Context: an optimization exercise on an open-source flow, tuned for small area, a short achievable clock period and few clock cycles per item. The choices shown serve that exercise and are no tape-out recipe.
The RTL was checked by simulation tests, not by an equivalence proof against the original design.

Setup of v56:
==> flow/design.v (excerpt) <==
module aes_inv_cipher_iter #(
  parameter int NR    = 10,
  parameter int IDX_W = 4
) (
  input  logic             clk,
  input  logic             rst_n,
  input  logic             in_valid,
  output logic             in_ready,
  input  logic [127:0]     in_data,
  output logic [IDX_W-1:0] rk_idx,
  input  logic [127:0]     rk_data,
  output logic             out_valid,
  input  logic             out_ready,
  output logic [127:0]     out_data,
  output logic             busy
);
==> flow/config.mk <==
export PLATFORM = sky130hd
export DESIGN_NAME = aes_inv_cipher_iter
export DESIGN_NICKNAME = aes_inv_cipher_iter
export VERILOG_FILES = /design/flow/design.v
export SDC_FILE = /design/flow/constraint.sdc
export NUM_CORES = 4
export LEC_CHECK = 0
export CAP_MARGIN = 20
export CORE_MARGIN = 2
export CORE_UTILIZATION = 30
export PLACE_DENSITY = 0.42
export SETUP_SLACK_MARGIN = 2.5
export SLEW_MARGIN = 20
==> flow/constraint.sdc <==
create_clock -name core_clock -period 6.0 [get_ports {clk}]
set_input_delay 1.2000 -clock core_clock [delete_from_list [all_inputs] [get_ports {clk}]]
set_output_delay 1.2000 -clock core_clock [all_outputs]
set_load 0.01 [all_outputs]
standard.sh (not shown) runs the stock make flow with config.mk's settings and CLKGATE_MAP_FILE= SYNTH_SCRIPT=/design/flow/synth_recipe.tcl, a recipe that flattens the netlist after the stock synthesis.
==> flow/flow/run.sh <==
#!/bin/bash
set -e
export BUFFER_PORTS_ARGS="-buffer_cell sky130_fd_sc_hd__buf_1"
cp standard.sh standard.sh.txt
bash standard.sh > standard.log 2>&1
v56 completed every stage of the flow, and the final layout passed the timing, design-rule and antenna checks.
Testbench counts of v56, summed over its fixed seeds: cycles 2,192, blocks 192.
### v56 -> v10
==> flow/flow/run.sh <==
#!/bin/bash
# Layout flow: the standard flow (standard.sh), with two changes.
#  1. After the standard synthesis, the combinational logic is mapped again by Yosys/ABC with
#     ABC's default area-oriented script; every register instance of the standard synthesis is
#     kept as it is (same name, same cell). See resynth.ys.
#  2. The port buffers are buf_1 cells (buffer_ports otherwise picks clkdlybuf4s50_1).
# Each tool's output goes to a log file in this folder.
set -euo pipefail
export BUFFER_PORTS_ARGS="-buffer_cell sky130_fd_sc_hd__buf_1"
R=orfs/results/sky130hd/aes_inv_cipher_iter/base

bash standard.sh synth > standard_synth.log 2>&1

cp $R/1_2_yosys.v $R/1_2_yosys_standard.v
LIB=$FLOW_HOME/platforms/sky130hd/lib/sky130_fd_sc_hd__tt_025C_1v80.lib
DONT_USE=$(sed -n '/^export DONT_USE_CELLS += /,/^$/p' $FLOW_HOME/platforms/sky130hd/config.mk \
  | grep -o 'sky130_fd_sc_hd__[A-Za-z0-9_]*' | sed 's/^/-dont_use /' | tr '\n' ' ')
SEQ=$(grep -o 'sky130_fd_sc_hd__[A-Za-z0-9_]*' $R/1_2_yosys_standard.v | sort -u | grep -E '__(e?dfx|e?dfr|e?dfs|e?dfb|sdf|dl|sedf)' | tr '\n' ' ')
sed -e "s#@SEQ@#$SEQ#g" -e "s#@LIB@#$LIB#g" -e "s#@NETLIST@#$R/1_2_yosys_standard.v#g" -e "s#@OUT@#$R/1_2_yosys.v#g" \
    -e "s#@DONT_USE@#$DONT_USE#g" flow/resynth.ys > resynth_run.ys
yosys -l resynth.log -q resynth_run.ys > resynth_stdout.log 2>&1
rm -f $R/1_synth.odb $R/1_synth.sdc

bash standard.sh > standard.log 2>&1
==> flow/flow/resynth.ys (new file) <==
# Map the combinational logic of the standard synthesis again; keep the registers as they are.
read_liberty -ignore_miss_func @LIB@
read_verilog @NETLIST@
hierarchy -top aes_inv_cipher_iter
# the register cells stay instances of their library cells; everything else is flattened
setattr -mod -set keep_hierarchy 1 @SEQ@
flatten
rename -hide w:*.*
hierarchy -top aes_inv_cipher_iter
opt -purge
abc -liberty @LIB@ @DONT_USE@
opt_clean -purge
hilomap -singleton -hicell sky130_fd_sc_hd__conb_1 HI -locell sky130_fd_sc_hd__conb_1 LO
blackbox @SEQ@
stat -liberty @LIB@
write_verilog -noattr -noexpr -nohex -nodec @OUT@
-- flow/config.mk --
<<< v56, line 8
export CAP_MARGIN = 20
export CORE_MARGIN = 2
export CORE_UTILIZATION = 30
export PLACE_DENSITY = 0.42
export SETUP_SLACK_MARGIN = 2.5
export SLEW_MARGIN = 20
>>> v10, line 8
export CAP_MARGIN = 20
export CORE_MARGIN = 2
export CORE_UTILIZATION = 50
export PLACE_DENSITY = 0.6
export SETUP_SLACK_MARGIN = 2.5
export SLEW_MARGIN = 20
Findings:
v10: post-synthesis area per instance 0.14 um^2 above v56
Fmax | v10 vs v56 | v10 slower
Re floorplan die height: v56 and v10 aren't equal, and the higher value belongs to v56.
#### Input delta (v52 over v10)
==> flow/run.sh (new file) <==
#!/bin/bash
# synth_recipe.tcl (not shown) runs the flow's synth.tcl, then flattens the netlist and writes it again
# the make line also repeats each setting of config.mk as NAME=value (left out here)
make -C /OpenROAD-flow-scripts/flow DESIGN_CONFIG=/design/flow/config.mk WORK_HOME=/design/flow/orfs CLKGATE_MAP_FILE= SYNTH_SCRIPT=/design/flow/synth_recipe.tcl finish
-- flow/config.mk --
<<< v10, line 8
export CAP_MARGIN = 20
export CORE_MARGIN = 2
export CORE_UTILIZATION = 50
export PLACE_DENSITY = 0.6
export SETUP_SLACK_MARGIN = 2.5
export SLEW_MARGIN = 20
>>> v52, line 8
export CAP_MARGIN = 20
export CORE_MARGIN = 2
export CORE_UTILIZATION = 30
export PLACE_DENSITY = 0.42
export SLEW_MARGIN = 20
removed: flow/flow/run.sh
removed: flow/flow/resynth.ys
removed: flow/standard.sh
### Flow results
Worst setup slack, v10 and v52, lower one = v52.
[diff] global-route wire length before repair, v52 relative to v10: regression
v52 vs v10, layout buffer count excluding clock buffers went down by 31.
Summary of v52 over v10: final wirelength went up 33,000 um.
Compared with v10, v52 shows a higher number of clock buffer instances in the layout.
## Diff of input files: v12 against v52
-- flow/config.mk --
<<< v52, line 10
export CORE_UTILIZATION = 30
export PLACE_DENSITY = 0.42
export SLEW_MARGIN = 20
>>> v12, line 10
export CORE_UTILIZATION = 30
export PLACE_DENSITY = 0.42
export SETUP_SLACK_MARGIN = 2.8
export SLEW_MARGIN = 20
--- outcome ---
v12 reached the end of the flow, and the finished layout is clean on the timing, design-rule and antenna checks. Combined area of the multi-input logic cells was higher in v12 than in v52. The number of diodes added for antenna fixing of v12 is lower than that of v52. v52 reports its launching element of the worst setup path as r0[5] while v12 reports out_ready. Compared with v52, v12 supports a higher clock frequency. The higher clock buffer count of v12 and v52 is in v52.
[inputs] v14 vs v12
-- flow/config.mk --
<<< v12, line 10
export CORE_UTILIZATION = 30
export PLACE_DENSITY = 0.42
export SETUP_SLACK_MARGIN = 2.8
export SLEW_MARGIN = 20
>>> v14, line 10
export CORE_UTILIZATION = 30
export PLACE_DENSITY = 0.42
export SETUP_SLACK_MARGIN = 2.5
export SLEW_MARGIN = 20
--- outcome ---
v12 was larger in final cell area than v14.
Global-route met1 utilization came out lower on v14 than on v12.
Global-route total usage across every layer, v14 and v12, higher one = v12.
Fraction of area in non-clock buffers sits lower in v14 than in v12.
Going from v12 to v14, sequential share of layout area grows by 1.6 points.
Summary: setup slack of the critical path after layout, v14 worse than v12

[static timing again, ports no longer ideal]
In the flow no input, the clock included, has a driving cell. The finished layouts below were timed again as built, in two steps. Step 1 (the two cells are an assumption about what drives the block):
set clk [get_ports {clk}]
set_driving_cell -lib_cell sky130_fd_sc_hd__clkbuf_16 $clk
set_driving_cell -lib_cell sky130_fd_sc_hd__buf_2 [delete_from_list [all_inputs] $clk]
Step 2 adds t to the input delays and takes it off the output delays; t is the mean of the earliest and latest rising clock arrival at the registers after step 1. Input paths then give back, and output paths get back, about the clock's delay inside the block. a / b / c = ideal / step 1 / step 2; a / b = the first two.
run | t, ns | setup slack, ns | hold WS [ns] | worst slew at a driven data input, ns
v56 | 0.720 | 2.598 / 2.598 / 2.093 | 0.505 / 0.483 / 0.505 | 0.18
v10 | 0.709 | 2.573 / 2.573 / 2.415 | 0.491 / 0.491 / 0.491 | 0.14
v52 | 0.720 | 2.120 / 2.120 / 1.830 | 0.506 / 0.506 / 0.506 | 0.14
v12 | 0.726 | 2.867 / 2.805 / 2.196 | 0.519 / 0.519 / 0.519 | 0.14
v14 | 0.732 | 2.596 / 2.515 / 1.959 | 0.501 / 0.501 / 0.501 | 0.19
After both steps setup and hold are still met in every run listed. The setup slack of v12, which loses most, moves by -0.062 ns with the drivers and by -0.671 ns with both steps.
